This is an optimization exercise on Yosys and OpenROAD, whose aim is small area, not a production implementation.
Only simulation tests tie the RTL to the original design; equivalence was not proved.
Power figures rest on the tool's default switching activity, not on a simulated workload.

$ cat design/flow/design.v
module calc_core #(
  parameter  int WIDTH = 32,
  localparam int NIB   = WIDTH / 4,
  localparam int SHW   = $clog2(WIDTH)
) (
  input  logic               clk,
  input  logic               rst,
  input  logic [NIB-1:0]     inc_pulse,
  input  logic               dec,
  input  logic               sel,
  input  logic [3:0]         op,
  input  logic               start,
  output logic               busy,
  output logic               done,
  output logic [WIDTH-1:0]   opa,
  output logic [WIDTH-1:0]   opb,
  output logic [2*WIDTH-1:0] result,
  output logic [2*WIDTH-1:0] last_result,
  output logic               zf,
  output logic               sf,
  output logic               cf,
  output logic               of,
  output logic               err
);
  localparam int W2 = 2 * WIDTH;
  logic             busy_q, done_q, ph2_q, zv_q;
  logic [SHW:0]     cnt_q;
  logic [3:0]       opr_q;
  logic [WIDTH-1:0] x_q, y_q, opa_q, opb_q;
  logic [W2-1:0]    res_q, last_q;
  logic             sf_q, cf_q, of_q, err_q;
  logic o_add, o_sub, o_mul, o_div, o_and, o_or, o_nor, o_not, o_slt, o_sltu;
  logic o_shl, o_shr, o_sra, o_rol, o_pass, o_arith, o_cmp, o_logic, o_shift;
  always_comb begin
    o_add   = opr_q == 4'h0;
    o_sub   = opr_q == 4'h1;
    o_mul   = opr_q == 4'h2;
    o_div   = opr_q == 4'h3;
    o_and   = opr_q == 4'h4;
    o_or    = opr_q == 4'h5;
    o_nor   = opr_q == 4'h6;
    o_not   = opr_q == 4'h7;
    o_slt   = opr_q == 4'h8;
    o_sltu  = opr_q == 4'h9;
    o_shl   = opr_q == 4'hA;
    o_shr   = opr_q == 4'hB;
    o_sra   = opr_q == 4'hC;
    o_rol   = opr_q == 4'hD;
    o_pass  = opr_q == 4'hE;
    o_cmp   = o_slt | o_sltu;
    o_arith = o_add | o_sub | o_cmp;
    o_logic = o_and | o_or | o_nor | o_not | o_pass;
    o_shift = o_shl | o_shr | o_sra | o_rol;
  end
  logic [SHW:0]   cnt_inc;
  logic [SHW-1:0] tgt;
  logic           last, fin, p1end, dup, rot;
  always_comb begin
    cnt_inc = cnt_q + 1'b1;
    tgt     = ((o_shl | o_rol) && !ph2_q) ? opb_q[SHW-1:0] : '0;
    last    = cnt_inc[SHW] && (cnt_inc[SHW-1:0] == tgt);
    fin     = busy_q && last && (!o_shift || ph2_q);
    p1end   = last && o_shift && !ph2_q;
    dup     = o_rol && !ph2_q && !cnt_q[SHW];
    rot     = o_shift && !ph2_q && !dup;
  end
  logic             xa, yb, fbit, y0in, e, inv, cout, q, lt, ovf, x0in;
  logic [WIDTH-1:0] t, bp, s, x_step, y_step;
  logic [WIDTH+1:0] sum;
  always_comb begin
    xa = x_q[WIDTH-1];
    yb = y_q[WIDTH-1];
    unique case (1'b1)
      o_mul:  fbit = 1'b0;
      dup:    fbit = yb;
      o_and:  fbit = xa & yb;
      o_or:   fbit = xa | yb;
      o_nor:  fbit = ~(xa | yb);
      o_not:  fbit = ~xa;
      default: fbit = xa;
    endcase
    t    = {y_q[WIDTH-2:0], fbit};
    e    = !o_mul || xa;
    inv  = o_sub || o_div || o_cmp;
    bp   = (opb_q & {WIDTH{e}}) ^ {WIDTH{inv}};
    sum  = {1'b0, t, 1'b1} + {1'b0, bp, inv};
    s    = sum[WIDTH:1];
    cout = sum[WIDTH+1];
    q    = yb | cout;
    ovf  = (t[WIDTH-1] == bp[WIDTH-1]) && (s[WIDTH-1] != t[WIDTH-1]);
    lt   = o_slt ? ((t[WIDTH-1] != opb_q[WIDTH-1]) ? t[WIDTH-1] : !cout)
                 : !cout;
    if (o_mul || (o_div && q) || ((o_add || o_sub) && last))
      y_step = s;
    else if (o_cmp && last)
      y_step = {{(WIDTH-1){1'b0}}, lt};
    else
      y_step = t;
    if (o_mul || rot || dup)
      x0in = yb;
    else
      x0in = o_div && q;
    x_step = {x_q[WIDTH-2:0], x0in} + (o_mul & cout);
  end
  logic             i_shift, i_logic, i_shr;
  logic [WIDTH-1:0] x_load, y_load;
  always_comb begin
    i_shift = op[3] && (op[2:1] == 2'b01 || op[2:0] == 3'b100 || op[2:0] == 3'b101);
    i_logic = (op[3:2] == 2'b01) || op == 4'hE;
    i_shr   = op == 4'hB || op == 4'hC;
    if (i_shift)
      x_load = {WIDTH{op == 4'hC && res_q[WIDTH-1]}};
    else
      x_load = opa_q;
    if (i_logic)
      y_load = opb_q;
    else if (i_shift)
      y_load = res_q[WIDTH-1:0];
    else
      y_load = '0;
  end
  logic [WIDTH-1:0] ed, opa_d, opb_d;
  logic             edit;
  always_comb begin
    edit  = !busy_q && !start;
    ed    = sel ? opb_q : opa_q;
    for (int i = 0; i < NIB; i++) begin
      if (inc_pulse[i]) begin
        ed[4*i +: 4] = dec ? ed[4*i +: 4] - 4'd1 : ed[4*i +: 4] + 4'd1;
      end
    end
    opa_d = (edit && !sel) ? ed : opa_q;
    opb_d = (edit &&  sel) ? ed : opb_q;
  end
  logic bz;
  assign bz = (opb_q == '0);
  always_ff @(posedge clk) begin
    if (busy_q) begin
      x_q   <= x_step;
      y_q   <= y_step;
      cnt_q <= p1end ? '0 : cnt_inc;
      ph2_q <= ph2_q | p1end;
    end else begin
      x_q   <= x_load;
      y_q   <= y_load;
      cnt_q <= {1'b0, i_shr ? opb_q[SHW-1:0] : {SHW{1'b0}}};
      ph2_q <= 1'b0;
      opr_q <= op;
    end
  end
  always_ff @(posedge clk or posedge rst) begin
    if (rst) begin
      busy_q <= 1'b0;
      done_q <= 1'b0;
      opa_q  <= '0;
      opb_q  <= '0;
      res_q  <= '0;
      last_q <= '0;
      zv_q   <= 1'b0;
      sf_q   <= 1'b0;
      cf_q   <= 1'b0;
      of_q   <= 1'b0;
      err_q  <= 1'b0;
    end else begin
      opa_q  <= opa_d;
      opb_q  <= opb_d;
      done_q <= fin || (!busy_q && start && op == 4'hF);
      if (busy_q) begin
        if (fin) busy_q <= 1'b0;
      end else if (start && op != 4'hF) begin
        busy_q <= 1'b1;
      end
      if (!busy_q && start && op == 4'hF) err_q <= 1'b1;
      if (fin) begin
        res_q  <= {x_step, y_step};
        last_q <= res_q;
        zv_q   <= 1'b1;
        sf_q   <= o_mul ? x_step[WIDTH-1] : y_step[WIDTH-1];
        cf_q   <= (o_add || o_sub) && cout;
        of_q   <= (o_add || o_sub) && ovf;
        err_q  <= o_div && bz;
      end
    end
  end
  assign busy        = busy_q;
  assign done        = done_q;
  assign opa         = opa_q;
  assign opb         = opb_q;
  assign result      = res_q;
  assign last_result = last_q;
  assign zf          = zv_q && (res_q == '0);
  assign sf          = sf_q;
  assign cf          = cf_q;
  assign of          = of_q;
  assign err         = err_q;
endmodule
$ cat design/flow/run.sh
#!/bin/bash
# synth_recipe.tcl (not shown) runs the flow's synth.tcl, then flattens the netlist and writes it again
# the make line also repeats each setting of config.mk as NAME=value (left out here)
make -C /OpenROAD-flow-scripts/flow DESIGN_CONFIG=/design/flow/config.mk WORK_HOME=/design/flow/orfs CLKGATE_MAP_FILE= SYNTH_SCRIPT=/design/flow/synth_recipe.tcl finish
$ cat design/flow/config.mk
export PLATFORM = sky130hd
export DESIGN_NAME = calc_core
export DESIGN_NICKNAME = calc_core
export VERILOG_FILES = /design/flow/design.v
export SDC_FILE = /design/flow/constraint.sdc
export NUM_CORES = 4
export LEC_CHECK = 0
export CAP_MARGIN = 40
export CORE_MARGIN = 2
export CORE_UTILIZATION = 40
export SLEW_MARGIN = 20
$ cat design/flow/constraint.sdc
create_clock -name core_clock -period 8.0 [get_ports {clk}]
set_input_delay 1.6000 -clock core_clock [delete_from_list [all_inputs] [get_ports {clk}]]
set_output_delay 1.6000 -clock core_clock [all_outputs]
set_load 0.01 [all_outputs]
==> flow_summary.json, run 1 <==
{
  "status": "finished clean",
  "cts-root-buf": "clkbuf_16",
  "post_cts_buffers": 0,
  "final_nets": 1828,
  "drt_iter0_markers": 922,
  "max_slew_margin_pct": 43.7,
  "syn-cell-area_mm2": 0.0152,
  "avgRoutedWirePerCell_um": 20.9,
  "power_density_mw_per_mm2": 458,
  "p_seq_share_pct": 31.5,
  "cts_resized": 0,
  "endpoint_kind": "register",
  "synth_top_area_share_pct": 32.7,
  "clk_latency_ns": 0.53,
  "min_path_type": "reg -> reg",
  "dr.pass1.iters": 5,
  "fin_util_pct": 50.8,
  "finalHoldViolations": 0,
  "vias_per_cell": 5.49,
  "switching_share_pct": 42.2,
  "die_width_um": 199,
  "ant_nets": 0,
  "die_h_um": 199,
  "fin_crit_ns": 6.62,
  "dp_hpwl_um": 35200,
  "diodes": 0,
  "gp_congestion": 0.907,
  "cts_buffers": 34,
  "dieArea_mm2": 0.0396,
  "p_total_uw": 8750,
  "rsz0062_at_grt": "no",
  "cp.buffers_inverters": 1,
  "finalClockSkew_ns": 0.0252,
  "drc": 0,
  "grt_pass1_vias": 12227,
  "cts_htree_levels": 2,
  "core_area_mm2": 0.0376,
  "clk_pin_slew_ns": 0.05,
  "cp_max_fo": 19,
  "synth.distinct_cells": 65,
  "wirelength_um": 47800,
  "min_period_over_period_pct": 82.7,
  "maxCapViolCount": 0,
  "yosys_register_bits": 274,
  "num_rows": 71,
  "holdWs_ns": 0.465,
  "irDropWorstVdd_mv": 0.201,
  "drive_gt1_share_pct": 10.8,
  "slew_viol_final": 0,
  "synth-edff-count": 4,
  "fin_setup_tns_ns": 0,
  "worst_pin_slew_ns": 0.833,
  "ys.flop_type": "dfrtp_1",
  "seq_area_frac_synth_pct": 42.8,
  "combPwrFrac_pct": 50.8,
  "async_flop_share_pct": 72.6,
  "worstPathRequired_ns": 8.41,
  "cts_tree": "built",
  "cp.arrival_ns": 7.03,
  "hold_buffers": 0,
  "grt_util_all_layers_pct": 24.3,
  "cp_cell_sequence": "nor2b_1 -> nor2_1 -> nor2_4 -> xnor2_1 -> ha_1 -> and3_1 -> and2_1 -> nor3b_1 -> a21bo_2 -> a41oi_1 -> o31ai_1 -> buf_4 -> a41oi_1 -> nor2_1 -> ha_1 -> and3_1 -> nand4_1 -> or2_2 -> nor2_1 -> and3_1 -> nand3_1 -> xor2_1 -> o221ai_1 -> mux2_4",
  "worstSetupStartpointType": "register",
  "timing.fmax_mhz": 151,
  "p_leak_uw": 0.00854,
  "cpPeakStageDelay_ns": 0.59,
  "netlist_instances": 1558,
  "synthTopCellsByArea": "dfrtp_1 33%, dfxtp_1 9.3%, mux2_4 8.0%, nand2_1 4.9%, xnor2_1 4.8%",
  "avgSynthCellArea_um2": 9.77,
  "yosys.area.top_type": "dfrtp_1",
  "antenna_found_initial": 2,
  "cpLargestDelayFamily": "simple AND/OR/NAND/NOR gates",
  "grt_pass1_wl_um": 73800,
  "p_int_uw": 5050,
  "clockBufferDepth": 3,
  "syn-num-nets": 1635,
  "slowest_stage": "edfxtp_1",
  "ios": 216,
  "clock_sinks": 274,
  "setup_viol": 0,
  "grt-ovfl-total": 0,
  "power_switching_uw": 3690,
  "io_buffers": 215,
  "crit_type": "reg -> reg",
  "start_util_pct": 40.5,
  "num-fill-cells": 3461,
  "yosysWarnings": 1,
  "syn2layout_area_growth_pct": 25.4,
  "num_vias": 12555,
  "p_clk_share_pct": 17.7,
  "grt_max_degree": 94
}
-- registers in the layout, summed over array words and instances (netlist names) --
register and count:
last_q 64, res_q 64, opa_q 32, opb_q 32, x_q 32, y_q 32
cnt_q 6, opr_q 4, busy_q 1, cf_q 1, done_q 1, err_q 1
of_q 1, ph2_q 1, sf_q 1, zv_q 1
-- layout by cell type (no fill, tap or decap), types with 25 or more instances in the layout --
cell type	n
clkdlybuf4s50_1	215
dfrtp_1	198
nand2_1	197
a21oi_1	121
xnor2_1	84
mux2_4	81
o21ai_0	73
dfxtp_1	71
o21ai_1	66
xor2_1	61
nand3_1	54
nor2_1	53
ha_1	52
inv_1	39
clkbuf_16	35
buf_4	27
o21a_1	25
nor4_1	25
-- layer usage --
layer  vias up  global-route usage, %  share of wire [%]
li1       5937                      -                  -
met1      6136                   34.4                 47
met2       378                   36.9                 44
met3       100                   4.54                5.4
met4         4                   8.87                3.5
met5         -                      0              0.065
-- synth_stat cells, drive strengths merged, types with 5 or more instances --
| library cell | instances |
|---|---|
| a31oi | 18 |
| a221oi | 17 |
| ha | 52 |
| o21ai | 141 |
| nand3 | 54 |
| xnor2 | 84 |
| xor2 | 61 |
| nand2 | 197 |
| and2 | 6 |
| dfxtp | 71 |
| nor2b | 11 |
| nor3 | 15 |
| a21o | 18 |
| a21oi | 121 |
| o211ai | 5 |
| o31ai | 6 |
| nand4 | 11 |
| a221o | 18 |
| nor4 | 25 |
| nand2b | 10 |
| o21a | 25 |
| clkbuf | 65 |
| mux2 | 99 |
| or3 | 5 |
| mux2i | 10 |
| o21bai | 13 |
| inv | 40 |
| and3 | 21 |
| dfrtp | 199 |
| nor2 | 54 |
| fa | 8 |
| buf | 25 |
-- per-stage QoR --
stage / setup slack [ns] / area [um2] / std cells
global route: 0.887 / 19100 / 2286
floorplan: 0.974 / 15200 / 1558
detailed placement: 1.50 / 18000 / 2226
CTS: 1.43 / 19100 / 2286
global placement: 1.59 / 17800 / 2220
finish: 1.38 / 19100 / 2286
-- logic make-up after synthesis --
logic type / after synthesis / share of synthesized area (%)
and+or+nand+nor: 429 / 13.2
AOI/OAI and AO/OA: 410 / 16.4
DFF: 274 / 42.8
xor gates and xnor gates: 145 / 8.34
buffers and inverters: 130 / 3.83
muxes: 109 / 9.98
adders and majority gates: 61 / 5.39
-- area by class of cell --
type | instances | area (um2) | area share [%]
clock buffers | 49 | 998 | 5.23
clock inverters | 11 | 125 | 0.655
inverters | 40 | 158 | 0.826
multi-input cells | 1154 | 8160 | 42.8
flip-flops and latches | 274 | 6520 | 34.2
well taps | 511 | 639 | 3.35
repair buffers | 247 | 2480 | 13.0
-- power by group through the flow --
| stage | logic [uW] | clock network (uW) | registers (uW) |
|---|---|---|---|
| 4_1_cts | 4440 | 1580 | 2750 |
| 3_3_place_gp | 4350 | 0 | 2770 |
| 2_1_floorplan | 2730 | 0 | 2600 |
| 5_1_grt | 4900 | 1640 | 2830 |
| 6_report | 4440 | 1550 | 2760 |
| 3_5_place_dp | 4410 | 0 | 2770 |
-- worst paths after layout --
path                       startpoint    endpoint  slack (ns)  cells past startpoint
setup / recovery             opr_q[1]        sf_q        1.38                     24
hold / removal                   zv_q        zv_q        0.47                      1
setup reg to reg             opr_q[1]        sf_q        1.38                     24
hold reg to reg                  zv_q        zv_q        0.47                      1
max in group asynchronous         rst      busy_q        5.19                      4
min in group asynchronous         rst  last_q[25]        1.59                      2
==> run 2, diff against run 1 <==
--- a/design/flow/config.mk
+++ b/design/flow/config.mk
@@ -8,4 +8,7 @@
 export CAP_MARGIN = 40
 export CORE_MARGIN = 2
 export CORE_UTILIZATION = 40
+export CTS_BUF_LIST = sky130_fd_sc_hd__clkbuf_8
+export CTS_CLUSTER_DIAMETER = 60
+export CTS_CLUSTER_SIZE = 20
 export SLEW_MARGIN = 20
==> run 2 against run 1 <==
Net effect:
- critical endpoint unchanged
- clock power is 36% lower
- clock-buffer cell count is 22 lower
- highest routed layer unchanged
- die area stayed put
- maximum frequency is 0.35% lower
- wire length is 0.79% lower
- via count is 0.45% lower
- utilization is 1.4 points lower
- synthesized cell count stayed put
- sequential power hardly changed
- register-to-register slack worse by 0.02 ns
- still clean on timing, DRC and antenna
==> flow_summary.json, run 2 <==
{
  "yosysWarnings": 1,
  "synthTopCellsByCount": "199 x dfrtp_1, 197 x nand2_1, 121 x a21oi_1",
  "area.sequential_mm2": 0.00652,
  "cp.buffers_inverters": 1,
  "syn-cell-area_mm2": 0.0152,
  "yosys.area.top_type": "dfrtp_1",
  "grt_max_degree": 94,
  "synth.distinct_cells": 65,
  "dieArea_mm2": 0.0396,
  "wirelength_um": 47400,
  "num_vias": 12498,
  "die_h_um": 199,
  "timing.fmax_mhz": 151,
  "syn2layout_area_growth_pct": 22.0,
  "num-fill-cells": 3513,
  "synth_top_area_share_pct": 32.7,
  "netlist_instances": 1558,
  "cts_buffers": 26,
  "clock_sinks": 274,
  "rr_endpoint": "sf_q",
  "yosys_register_bits": 274,
  "rsz0062_at_grt": "no",
  "irDropWorstVdd_mv": 0.186,
  "io_buffers": 215,
  "layout_commonest_cell": "clkdlybuf4s50_1",
  "mostFrequentLayoutCells": "215 x clkdlybuf4s50_1, 198 x dfrtp_1, 197 x nand2_1",
  "reg_top3": "last_q x64, res_q x64",
  "fin_util_pct": 49.4,
  "antenna_found_initial": 2,
  "cts_htree_levels": 1,
  "multiInputGateArea_mm2": 0.00816,
  "startpoint": "opr_q[1]",
  "drc": 0,
  "async_flop_share_pct": 72.6,
  "worst_pin_slew_ns": 0.786,
  "start_util_pct": 40.5,
  "synth-edff-count": 4,
  "drt_iter0_markers": 989,
  "fin_crit_ns": 6.64,
  "post_cts_buffers": 0,
  "cpPeakStageDelay_ns": 0.61,
  "fin_setup_tns_ns": 0,
  "ios": 216,
  "fin_ws_ns": 1.36,
  "clockBufferDepth": 3,
  "cpLargestDelayFamily": "simple AND/OR/NAND/NOR gates",
  "avgRoutedWirePerCell_um": 20.9,
  "syn-num-nets": 1635,
  "avgSynthCellArea_um2": 9.77,
  "power_density_mw_per_mm2": 440,
  "cp_cell_sequence": "nor2b_1 -> nor2_1 -> nor2_4 -> xnor2_1 -> ha_1 -> and3_1 -> and2_1 -> nor3b_1 -> a21bo_2 -> a41oi_1 -> o31ai_1 -> buf_4 -> a41oi_1 -> nor2_1 -> ha_1 -> and3_1 -> nand4_1 -> or2_2 -> nor2_1 -> and3_1 -> nand3_1 -> xor2_1 -> o221ai_1 -> mux2_4",
  "seq_area_frac_synth_pct": 42.8,
  "clk_latency_ns": 0.64,
  "p_leak_uw": 0.00830,
  "worstSetupStartpointType": "register",
  "min_period_over_period_pct": 83.0,
  "crit_type": "reg -> reg",
  "grt_util_all_layers_pct": 24.0,
  "gp_congestion": 0.907,
  "grt_pass1_wl_um": 73300,
  "core_area_mm2": 0.0376,
  "cts-root-buf": "clkbuf_8",
  "num_rows": 71,
  "cp.depth": 24,
  "grt_pass1_vias": 12123,
  "min_path_type": "reg -> reg",
  "critPathCapture": "sf_q",
  "worstPathRequired_ns": 8.50,
  "max_slew_margin_pct": 46.8,
  "cp.arrival_ns": 7.15,
  "cts_tree": "built",
  "setup_viol": 0,
  "dr.pass1.iters": 5,
  "vias_per_cell": 5.50,
  "r2r.worst_path.cells": 24,
  "ant_nets": 0,
  "grt-ovfl-total": 0,
  "cts_resized": 0,
  "hold_buffers": 0,
  "dp_slack_ns": 1.50,
  "clk_pin_slew_ns": 0.12,
  "die_width_um": 199,
  "ys.flop_type": "dfrtp_1",
  "dp_hpwl_um": 35200,
  "final_nets": 1820,
  "yosysMostFrequentCell": "dfrtp_1",
  "place_area_mm2": 0.0180,
  "drive_gt1_share_pct": 10.6,
  "finalHoldViolations": 0,
  "fin_area_mm2": 0.0186,
  "cp_max_fo": 19,
  "status": "finished clean",
  "finalClockSkew_ns": 0.0353,
  "synthTopCellsByArea": "dfrtp_1 33%, dfxtp_1 9.3%, mux2_4 8.0%, nand2_1 4.9%, xnor2_1 4.8%",
  "slew_viol_final": 0,
  "slowest_stage": "edfxtp_1",
  "reg2reg_slack_ns": 1.36,
  "diodes": 0,
  "endpoint_kind": "register",
  "maxCapViolCount": 0,
  "r2r_start": "opr_q[1]"
}
-- run 2: per-layer routing --
metal | track usage, % | part of all wire (%) | wire length, um
met5 | 0 | 0.065 | 31
met4 | 8.40 | 3.3 | 1580
met3 | 3.95 | 5.6 | 2670
met2 | 37.0 | 45 | 21100
met1 | 34.1 | 46 | 22000
-- run 2: cells by family after synthesis --
family	share of synthesized area, %
mux	9.98
compound gates	16.4
simple gates	13.2
buf+inv	3.83
flops	42.8
xor+xnor	8.34
fa+ha+maj	5.39
-- run 2: power breakdown --
group,switching (uW),total [uW],internal [uW]
Combinational,2270,4430,2160
Sequential,797,2750,1950
Clock,594,989,395
Total,3670,8170,4500
-- run 2: through the flow --
stage,hold slack [ns],total power [uW],instances
2_1_floorplan,0.425,5320,1558
3_3_place_gp,0.441,7130,2220
3_5_place_dp,0.449,7170,2226
4_1_cts,0.481,8200,2274
5_1_grt,0.517,8790,2274
6_report,0.479,8170,2274
-- run 2: how the worst min path moves through the flow --
stage | to | depth (start not counted) | slack [ns] | start
after floorplan | zv_q | 1 | 0.43 | zv_q
after global placement | zv_q | 1 | 0.44 | zv_q
after detailed placement | zv_q | 1 | 0.45 | zv_q
after CTS | zv_q | 1 | 0.48 | zv_q
after global routing | zv_q | 1 | 0.52 | zv_q
final | zv_q | 1 | 0.48 | zv_q
-- run 2: final cells by class --
cell class / instances / area share, %
sequential: 274 / 35.1
tap: 511 / 3.44
inverter: 40 / 0.849
timing repair buffer: 247 / 13.4
multi-input combinational: 1154 / 43.9
clock inverter: 21 / 1.27
clock buffer: 27 / 2.00
==> run 3, diff against run 2 <==
--- a/design/flow/design.v
+++ b/design/flow/design.v
@@ -23,7 +23,7 @@
   output logic               err
 );
   localparam int W2 = 2 * WIDTH;
-  logic             busy_q, done_q, ph2_q, zv_q;
+  logic             busy_q, done_q, ph2_q, zv_q, wb_q, cfn_q, ofn_q, cq_q;
   logic [SHW:0]     cnt_q;
   logic [3:0]       opr_q;
   logic [WIDTH-1:0] x_q, y_q, opa_q, opb_q;
@@ -59,14 +59,15 @@
     cnt_inc = cnt_q + 1'b1;
     tgt     = ((o_shl | o_rol) && !ph2_q) ? opb_q[SHW-1:0] : '0;
     last    = cnt_inc[SHW] && (cnt_inc[SHW-1:0] == tgt);
-    fin     = busy_q && last && (!o_shift || ph2_q);
+    fin     = busy_q && !wb_q && last && (!o_shift || ph2_q);
     p1end   = last && o_shift && !ph2_q;
     dup     = o_rol && !ph2_q && !cnt_q[SHW];
     rot     = o_shift && !ph2_q && !dup;
   end
   logic             xa, yb, fbit, y0in, e, inv, cout, q, lt, ovf, x0in;
-  logic [WIDTH-1:0] t, bp, s, x_step, y_step;
-  logic [WIDTH+1:0] sum;
+  logic [WIDTH-1:0] t, bp, s, x_step, y_step, xi;
+  logic [WIDTH-1:0] u;
+  logic             c, cb, pre;
   always_comb begin
     xa = x_q[WIDTH-1];
     yb = y_q[WIDTH-1];
@@ -83,9 +84,26 @@
     e    = !o_mul || xa;
     inv  = o_sub || o_div || o_cmp;
     bp   = (opb_q & {WIDTH{e}}) ^ {WIDTH{inv}};
-    sum  = {1'b0, t, 1'b1} + {1'b0, bp, inv};
-    s    = sum[WIDTH:1];
-    cout = sum[WIDTH+1];
+    cb = inv;
+    for (int k = 0; k < 4; k++) begin
+      c = (k == 0) ? inv : 1'b0;
+      for (int j = 0; j < 8; j++) begin
+        u[8*k+j] = t[8*k+j] ^ bp[8*k+j] ^ c;
+        c = (t[8*k+j] & bp[8*k+j]) | (t[8*k+j] & c) | (bp[8*k+j] & c);
+      end
+      if (k == 0) begin
+        s[7:0] = u[7:0];
+        cb     = c;
+      end else begin
+        pre = 1'b1;
+        for (int j = 0; j < 8; j++) begin
+          s[8*k+j] = u[8*k+j] ^ (cb & pre);
+          pre      = pre & u[8*k+j];
+        end
+        cb = c | (cb & pre);
+      end
+    end
+    cout = cb;
     q    = yb | cout;
     ovf  = (t[WIDTH-1] == bp[WIDTH-1]) && (s[WIDTH-1] != t[WIDTH-1]);
     lt   = o_slt ? ((t[WIDTH-1] != opb_q[WIDTH-1]) ? t[WIDTH-1] : !cout)
@@ -100,7 +118,13 @@
       x0in = yb;
     else
       x0in = o_div && q;
-    x_step = {x_q[WIDTH-2:0], x0in} + (o_mul & cout);
+    xi = x_q;
+    pre = cq_q;
+    for (int j = 0; j < WIDTH; j++) begin
+      xi[j] = x_q[j] ^ pre;
+      pre   = pre & x_q[j];
+    end
+    x_step = {xi[WIDTH-2:0], x0in};
   end
   logic             i_shift, i_logic, i_shr;
   logic [WIDTH-1:0] x_load, y_load;
@@ -119,18 +143,22 @@
     else
       y_load = '0;
   end
-  logic [WIDTH-1:0] ed, opa_d, opb_d;
+  logic [WIDTH-1:0] opa_d, opb_d;
   logic             edit;
+  function automatic logic [3:0] tog(input logic [3:0] n, input logic d, input logic en);
+    logic [3:0] t;
+    t[0] = en;
+    t[1] = t[0] & (n[0] ^ d);
+    t[2] = t[1] & (n[1] ^ d);
+    t[3] = t[2] & (n[2] ^ d);
+    tog = n ^ t;
+  endfunction
   always_comb begin
     edit  = !busy_q && !start;
-    ed    = sel ? opb_q : opa_q;
     for (int i = 0; i < NIB; i++) begin
-      if (inc_pulse[i]) begin
-        ed[4*i +: 4] = dec ? ed[4*i +: 4] - 4'd1 : ed[4*i +: 4] + 4'd1;
-      end
-    end
-    opa_d = (edit && !sel) ? ed : opa_q;
-    opb_d = (edit &&  sel) ? ed : opb_q;
+      opa_d[4*i +: 4] = tog(opa_q[4*i +: 4], dec, edit && inc_pulse[i] && !sel);
+      opb_d[4*i +: 4] = tog(opb_q[4*i +: 4], dec, edit && inc_pulse[i] && sel);
+    end
   end
   logic bz;
   assign bz = (opb_q == '0);
@@ -140,11 +168,17 @@
       y_q   <= y_step;
       cnt_q <= p1end ? '0 : cnt_inc;
       ph2_q <= ph2_q | p1end;
+      wb_q  <= fin;
+      cq_q  <= o_mul && cout;
+      cfn_q <= cout;
+      ofn_q <= ovf;
     end else begin
       x_q   <= x_load;
       y_q   <= y_load;
       cnt_q <= {1'b0, i_shr ? opb_q[SHW-1:0] : {SHW{1'b0}}};
       ph2_q <= 1'b0;
+      wb_q  <= 1'b0;
+      cq_q  <= 1'b0;
       opr_q <= op;
     end
   end
@@ -164,20 +198,20 @@
     end else begin
       opa_q  <= opa_d;
       opb_q  <= opb_d;
-      done_q <= fin || (!busy_q && start && op == 4'hF);
+      done_q <= (busy_q && wb_q) || (!busy_q && start && op == 4'hF);
       if (busy_q) begin
-        if (fin) busy_q <= 1'b0;
+        if (wb_q) busy_q <= 1'b0;
       end else if (start && op != 4'hF) begin
         busy_q <= 1'b1;
       end
       if (!busy_q && start && op == 4'hF) err_q <= 1'b1;
-      if (fin) begin
-        res_q  <= {x_step, y_step};
+      if (busy_q && wb_q) begin
+        res_q  <= {xi, y_q};
         last_q <= res_q;
         zv_q   <= 1'b1;
-        sf_q   <= o_mul ? x_step[WIDTH-1] : y_step[WIDTH-1];
-        cf_q   <= (o_add || o_sub) && cout;
-        of_q   <= (o_add || o_sub) && ovf;
+        sf_q   <= o_mul ? xi[WIDTH-1] : y_q[WIDTH-1];
+        cf_q   <= (o_add || o_sub) && cfn_q;
+        of_q   <= (o_add || o_sub) && ofn_q;
         err_q  <= o_div && bz;
       end
     end
--- a/design/flow/config.mk
+++ b/design/flow/config.mk
@@ -8,7 +8,4 @@
 export CAP_MARGIN = 40
 export CORE_MARGIN = 2
 export CORE_UTILIZATION = 40
-export CTS_BUF_LIST = sky130_fd_sc_hd__clkbuf_8
-export CTS_CLUSTER_DIAMETER = 60
-export CTS_CLUSTER_SIZE = 20
 export SLEW_MARGIN = 20
==> run 3 against run 2 <==
Net effect:
- largest power group unchanged
- first-iteration DRC count shrank 42%
- critical path type unchanged
- worst hold slack worse by 0.017 ns
- clock skew shrank 0.023 ns
- sequential power shrank 7%
==> flow_summary.json, run 3 <==
{
  "status": "finished clean",
  "min_path_type": "reg -> reg",
  "clock_sinks": 278,
  "grt_pass1_vias": 10262,
  "vias_per_cell": 5.31,
  "mostFrequentLayoutCells": "214 x clkdlybuf4s50_1, 198 x dfrtp_1, 124 x nand2_1",
  "max_slew_margin_pct": 46.5,
  "dr.pass1.iters": 5,
  "endpoint_kind": "register",
  "combPwrFrac_pct": 44.3,
  "area.sequential_mm2": 0.00662,
  "syn2layout_area_growth_pct": 27.2,
  "p_clk_share_pct": 20.6,
  "avgRoutedWirePerCell_um": 19.1,
  "clk_pin_slew_ns": 0.06,
  "hold_buffers": 0,
  "fin_area_mm2": 0.0176,
  "grt-ovfl-total": 0,
  "yosysMostFrequentCell": "dfrtp_1",
  "wirelength_um": 38100,
  "min_period_over_period_pct": 88.9,
  "netlist_instances": 1334,
  "synth.distinct_cells": 62,
  "switching_share_pct": 39.6,
  "p_seq_share_pct": 35.0,
  "finalClockSkew_ns": 0.0126,
  "gp_congestion": 0.862,
  "final_nets": 1601,
  "holdPathStages": 1,
  "diodes": 0,
  "setup_viol": 0,
  "async_flop_share_pct": 71.6,
  "cp.arrival_ns": 7.57,
  "cts_htree_levels": 1,
  "synthTopCellsByCount": "199 x dfrtp_1, 125 x nand2_1, 90 x xnor2_1",
  "grt_max_degree": 83,
  "ys.flop_type": "dfrtp_1",
  "crit_type": "reg -> reg",
  "slew_viol_final": 0,
  "drive_gt1_share_pct": 11.6,
  "core_area_mm2": 0.0343,
  "clk_latency_ns": 0.58,
  "p_int_uw": 4430,
  "num-fill-cells": 3042,
  "finalHoldViolations": 0,
  "dieArea_mm2": 0.0361,
  "antenna_found_initial": 1,
  "fin_crit_ns": 7.11,
  "reg_top3": "last_q x64, res_q x64",
  "p_leak_uw": 0.00770,
  "yosysWarnings": 1,
  "cp_max_fo": 32,
  "cts-root-buf": "clkbuf_16",
  "drc": 0,
  "layout_commonest_cell": "clkdlybuf4s50_1",
  "post_cts_buffers": 0,
  "place_area_mm2": 0.0165,
  "power_density_mw_per_mm2": 416,
  "drt_iter0_markers": 576,
  "ios": 216,
  "num_rows": 68,
  "syn-cell-area_mm2": 0.0139,
  "io_buffers": 215,
  "avgSynthCellArea_um2": 10.4,
  "cts_buffers": 31,
  "ant_nets": 0,
  "multiInputGateArea_mm2": 0.00667,
  "synthTopCellsByArea": "dfrtp_1 36%, dfxtp_1 11%, mux2_2 7.1%, xnor2_1 5.7%, fa_1 4.0%",
  "seq_area_frac_synth_pct": 47.8,
  "grt_pass1_wl_um": 60700,
  "timing.fmax_mhz": 141,
  "worstPathRequired_ns": 8.45,
  "cts_resized": 0,
  "worstSetupStartpointType": "register",
  "yosys.area.top_type": "dfrtp_1",
  "irDropWorstVdd_mv": 0.204,
  "rsz0062_at_grt": "no",
  "power_switching_uw": 2900,
  "synth_top_area_share_pct": 35.9,
  "r2r.worst_path.cells": 23,
  "die_h_um": 190,
  "clockBufferDepth": 3,
  "syn-num-nets": 1418,
  "die_width_um": 190,
  "dp_hpwl_um": 27200,
  "maxCapViolCount": 0,
  "num_vias": 10596,
  "fin_setup_tns_ns": 0,
  "grt_util_all_layers_pct": 21.2,
  "worst_pin_slew_ns": 0.802,
  "cts_tree": "built",
  "yosys_register_bits": 278,
  "synth-edff-count": 6,
  "start_util_pct": 40.4
}
-- run 3: cells by family (layout without fill, tap and decap cells) --
family	count (synthesis)	count (layout)	synth area share [%]
flops	278	278	47.8
mux	87	87	7.07
fa+ha+maj	67	67	7.57
compound gates	255	255	12.1
xor+xnor	142	142	8.98
buf+inv	152	360	4.38
simple gates	353	353	12.2
-- run 3: metal layers --
| metal | part of all wire [%] | global-route usage, % | vias up |
|---|---|---|---|
| met5 | 0.029 | 0 | - |
| met4 | 1.6 | 4.38 | 2 |
| met3 | 5.9 | 3.21 | 44 |
| met2 | 45 | 32.7 | 286 |
| met1 | 47 | 31.6 | 5270 |
| li1 | - | - | 4994 |
-- run 3: worst max-delay path: stages, from the launching register on --
cell,delay (ns)
edfxtp_1,0.55
nor2_1,0.33
nand2_1,0.11
nor2_1,0.31
nand2b_1,0.15
buf_4,0.26
nand2_1,0.12
xnor2_1,0.08
fa_1,0.40
fa_1,0.44
fa_1,0.43
fa_1,0.44
fa_1,0.44
fa_1,0.39
inv_1,0.08
fa_1,0.46
o41ai_2,0.34
buf_4,0.18
a31o_1,0.38
a211oi_1,0.17
nand3_1,0.15
a31oi_2,0.10
buf_4,0.26
a221o_1,0.39
-- run 3: final cells by class --
cell class,instances,area share (%)
clock buffer,49,5.47
clock inverter,9,0.781
inverter,64,1.41
multi-input combinational,904,37.8
sequential,278,37.6
tap,455,3.23
timing repair buffer,238,13.7
-- run 3: path summary, 6_finish.rpt --
check / end / slack (ns) / from
min: zv_q / 0.46 / zv_q
max reg2reg: y_q[21] / 0.89 / opr_q[3]
max in group asynchronous: last_q[63] / 5.20 / rst
min in group asynchronous: last_q[27] / 1.44 / rst
max: y_q[21] / 0.89 / opr_q[3]
min reg2reg: zv_q / 0.46 / zv_q
-- run 3: metrics by stage --
stage	util [%]	worst slack [ns]	hold WS [ns]	power [uW]	instances
after global routing	51.4	0.484	0.479	7870	1997
after detailed placement	48.1	0.948	0.445	5820	1937
after floorplan	-	0.974	0.423	4490	1334
after CTS	51.3	0.928	0.461	7360	1995
after global placement	47.7	1.13	0.445	5740	1931
final	51.4	0.886	0.461	7330	1997
-- run 3: power by group through the flow --
| stage | Sequential [uW] | Combinational, uW | Clock [uW] |
|---|---|---|---|
| finish | 2570 | 3250 | 1510 |
| floorplan | 2400 | 2080 | 0 |
| global route | 2650 | 3620 | 1600 |
| CTS | 2570 | 3250 | 1540 |
| detailed placement | 2590 | 3230 | 0 |
| global placement | 2580 | 3160 | 0 |
==> run 4, diff against run 3 <==
==> design/flow/flow/run.sh (new file) <==
#!/bin/bash
# The standard layout (standard.sh) with two placement/CTS arguments changed:
# port buffers use the smallest buffer cell, and CTS inserts no dummy loads.
set -euo pipefail
export BUFFER_PORTS_ARGS="-buffer_cell sky130_fd_sc_hd__buf_1"
export CTS_ARGS="-sink_clustering_enable -repair_clock_nets -dont_use_dummy_load -buf_list sky130_fd_sc_hd__clkbuf_8 -sink_clustering_size 20 -sink_clustering_max_diameter 60"
bash standard.sh synth > synth.log 2>&1
bash standard.sh finish > layout.log 2>&1
==> design/flow/standard.sh (new file) <==
#!/bin/bash
# synth_recipe.tcl (not shown) runs the flow's synth.tcl, then flattens the netlist and writes it again
# the make line also repeats each setting of config.mk as NAME=value (left out here)
make -C /OpenROAD-flow-scripts/flow DESIGN_CONFIG=/design/flow/config.mk WORK_HOME=/design/flow/orfs CLKGATE_MAP_FILE= SYNTH_SCRIPT=/design/flow/synth_recipe.tcl "${@:-finish}"
removed: design/flow/run.sh
==> run 4 against run 3 <==
Net effect:
- non-clock buffer count down 2
- critical path depth down 1
- register-to-register slack worse by 0.15 ns
- global-route usage down 1.1 points
- total power down 16%
- critical endpoint is now y_q[1]
- sequential cell count unchanged
==> flow_summary.json, run 4 <==
{
  "status": "finished clean",
  "yosys_register_bits": 278,
  "vias_per_cell": 5.31,
  "fin_setup_tns_ns": 0,
  "gp_congestion": 0.869,
  "cts_tree": "built",
  "endpoint_kind": "register",
  "yosysMostFrequentCell": "dfrtp_1",
  "dieArea_mm2": 0.0361,
  "wirelength_um": 36400,
  "io_buffers": 215,
  "core_area_mm2": 0.0343,
  "die_h_um": 190,
  "avgRoutedWirePerCell_um": 18.6,
  "grt_max_degree": 82,
  "finalHoldViolations": 0,
  "start_util_pct": 40.4,
  "synthTopCellsByArea": "dfrtp_1 36%, dfxtp_1 11%, mux2_2 7.1%, xnor2_1 5.7%, fa_1 4.0%",
  "max_slew_margin_pct": 46.5,
  "synth-edff-count": 6,
  "cts-root-buf": "clkbuf_8",
  "ios": 216,
  "min_path_type": "reg -> reg",
  "cts_resized": 0,
  "clock_sinks": 278,
  "rsz0062_at_grt": "no",
  "post_cts_buffers": 0,
  "dr.pass1.iters": 5,
  "maxCapViolCount": 0,
  "cp_max_fo": 32,
  "cts_htree_levels": 1,
  "cts_buffers": 24,
  "final_nets": 1592,
  "ant_nets": 0,
  "netlist_instances": 1334,
  "antenna_found_initial": 1,
  "synth.distinct_cells": 62,
  "holdPathStages": 1,
  "yosysWarnings": 1,
  "clockBufferDepth": 3,
  "timing.fmax_mhz": 138,
  "num_vias": 10417,
  "drc": 0,
  "hold_buffers": 0,
  "layout_commonest_cell": "buf_1",
  "whs_endpoint": "y_q[3]",
  "drive_gt1_share_pct": 9.96,
  "irDropWorstVdd_mv": 0.165,
  "grt-ovfl-total": 0,
  "r2r_start": "opr_q[3]",
  "die_width_um": 190,
  "min_period_over_period_pct": 90.9,
  "synth_top_area_share_pct": 35.9,
  "fin_util_pct": 45.3,
  "finalClockSkew_ns": 0.112,
  "synthTopCellsByCount": "199 x dfrtp_1, 125 x nand2_1, 90 x xnor2_1",
  "diodes": 0,
  "syn2layout_area_growth_pct": 12.0,
  "instances_no_fill": 1961,
  "avgSynthCellArea_um2": 10.4,
  "syn-cell-area_mm2": 0.0139,
  "drt_iter0_markers": 673,
  "crit_type": "reg -> reg",
  "grt_util_all_layers_pct": 20.1,
  "fin_crit_ns": 7.27,
  "setup_viol": 0,
  "p_leak_uw": 0.00683,
  "grt_pass1_vias": 9815,
  "cp.arrival_ns": 7.64,
  "clk_latency_ns": 0.60,
  "rr_endpoint": "y_q[1]",
  "reg2reg_slack_ns": 0.73,
  "power_density_mw_per_mm2": 395,
  "mostFrequentLayoutCells": "214 x buf_1, 198 x dfrtp_1, 124 x nand2_1",
  "hold_start": "y_q[2]",
  "yosys.area.top_type": "dfrtp_1",
  "async_flop_share_pct": 71.6,
  "worstPathRequired_ns": 8.38,
  "clk_pin_slew_ns": 0.11,
  "dp_cells": 1934,
  "num_rows": 68,
  "grt_pass1_wl_um": 57400,
  "syn-num-nets": 1418,
  "ys.flop_type": "dfrtp_1",
  "reg_top3": "last_q x64, res_q x64",
  "worstSetupStartpointType": "register",
  "dp_hpwl_um": 26500,
  "slew_viol_final": 0,
  "r2r.worst_path.cells": 22,
  "worst_pin_slew_ns": 0.802,
  "seq_area_frac_synth_pct": 47.8
}
run 4: cell counts after synthesis:
Identical to the previous run, type by type.
run 4: worst max-delay path, stage by stage, from the launching register on:
cell and delay (ns):
edfxtp_1 0.57, nor2_1 0.32, nand2_1 0.12, nor2_1 0.30, nand2b_1 0.14, buf_4 0.26
nand2_1 0.12, xnor2_1 0.08, fa_1 0.39, fa_1 0.43, fa_1 0.42, fa_1 0.42
fa_1 0.43, fa_1 0.40, inv_1 0.08, fa_1 0.46, o41ai_2 0.59, a31o_1 0.44
a211oi_1 0.16, nand3_1 0.15, a31oi_2 0.10, buf_4 0.26, a221o_1 0.38
run 4: kinds of logic after synthesis:
kind of cell / count (synthesis) / share of synthesized area (%)
simple gates: 353 / 12.2
flops: 278 / 47.8
compound gates: 255 / 12.1
buf+inv: 152 / 4.38
xor+xnor: 142 / 8.98
mux: 87 / 7.07
fa+ha+maj: 67 / 7.57
run 4: routing by layer:
metal,part of all wire (%),routed length [um],vias to the layer above,GRT usage (%)
met5,0.030,11,-,0
met4,1.8,643,2,4.08
met3,6.3,2300,33,3.76
met2,45,16300,248,31.1
met1,47,17200,5190,29.5
li1,-,-,4944,-
run 4: how the worst max path moves through the flow:
stage             start       to  slack, ns  cells after the start
5_1_grt        opr_q[3]  y_q[24]       0.15                     22
3_3_place_gp   opr_q[3]  y_q[17]       1.01                     22
2_1_floorplan       rst   busy_q       0.97                      1
6_report       opr_q[3]   y_q[1]       0.73                     22
3_5_place_dp   opr_q[3]  y_q[16]       0.85                     22
4_1_cts        opr_q[3]   y_q[1]       0.71                     22
run 4: layout make-up:
class	count	area, um2
inverters	64	248
flip-flops and latches	278	6620
repair buffers	236	1080
multi-input cells	904	6670
clock buffers	24	330
well taps	455	569
fillers	3231	18800
run 4: through the flow:
step           worst slack, ns  hold slack, ns  area [um2]  power (uW)
5_1_grt                  0.155           0.409       15500        6650
2_1_floorplan            0.974           0.423       13900        4490
4_1_cts                  0.713           0.389       15500        6160
6_report                 0.731           0.390       15500        6130
3_3_place_gp              1.01           0.441       15000        5340
3_5_place_dp             0.853           0.452       15100        5430
run 4: where the power goes:
part | total [uW] | internal [uW] | switching (uW)
Combinational | 2860 | 1250 | 1600
Clock | 719 | 268 | 451
Sequential | 2560 | 1880 | 676

port drivers added, routing unchanged:
The flow's constraints put no driver on any port. The routed layouts listed below were extracted and timed again, unchanged, in two steps. Step 1 assumes that a clkbuf_16 drives the clock port and a buf_2 every other input. Step 2 times the ports against the registers' clock, not the clock port: input delays grow and output delays shrink by t, the midpoint of the rising clock arrivals with the driver on. a / b / c = ideal ports / drivers / drivers and shift; a / b = the first two.
run | t, ns | setup slack, ns | hold WS [ns] | clock arrival spread, ns | pins driven straight from the clock port
run 1 | 0.577 | 1.381 / 1.381 / 1.381 | 0.465 / 0.465 / 0.465 | 0.026 / 0.025 | 1
run 2 | 0.667 | 1.358 / 1.358 / 1.358 | 0.479 / 0.479 / 0.479 | 0.036 / 0.036 | 1
run 3 | 0.625 | 0.886 / 0.886 / 0.886 | 0.461 / 0.461 / 0.461 | 0.013 / 0.013 | 1
run 4 | 0.595 | 0.731 / 0.731 / 0.731 | 0.390 / 0.390 / 0.390 | 0.117 / 0.116 | 1
After both steps every run listed still meets setup and hold.
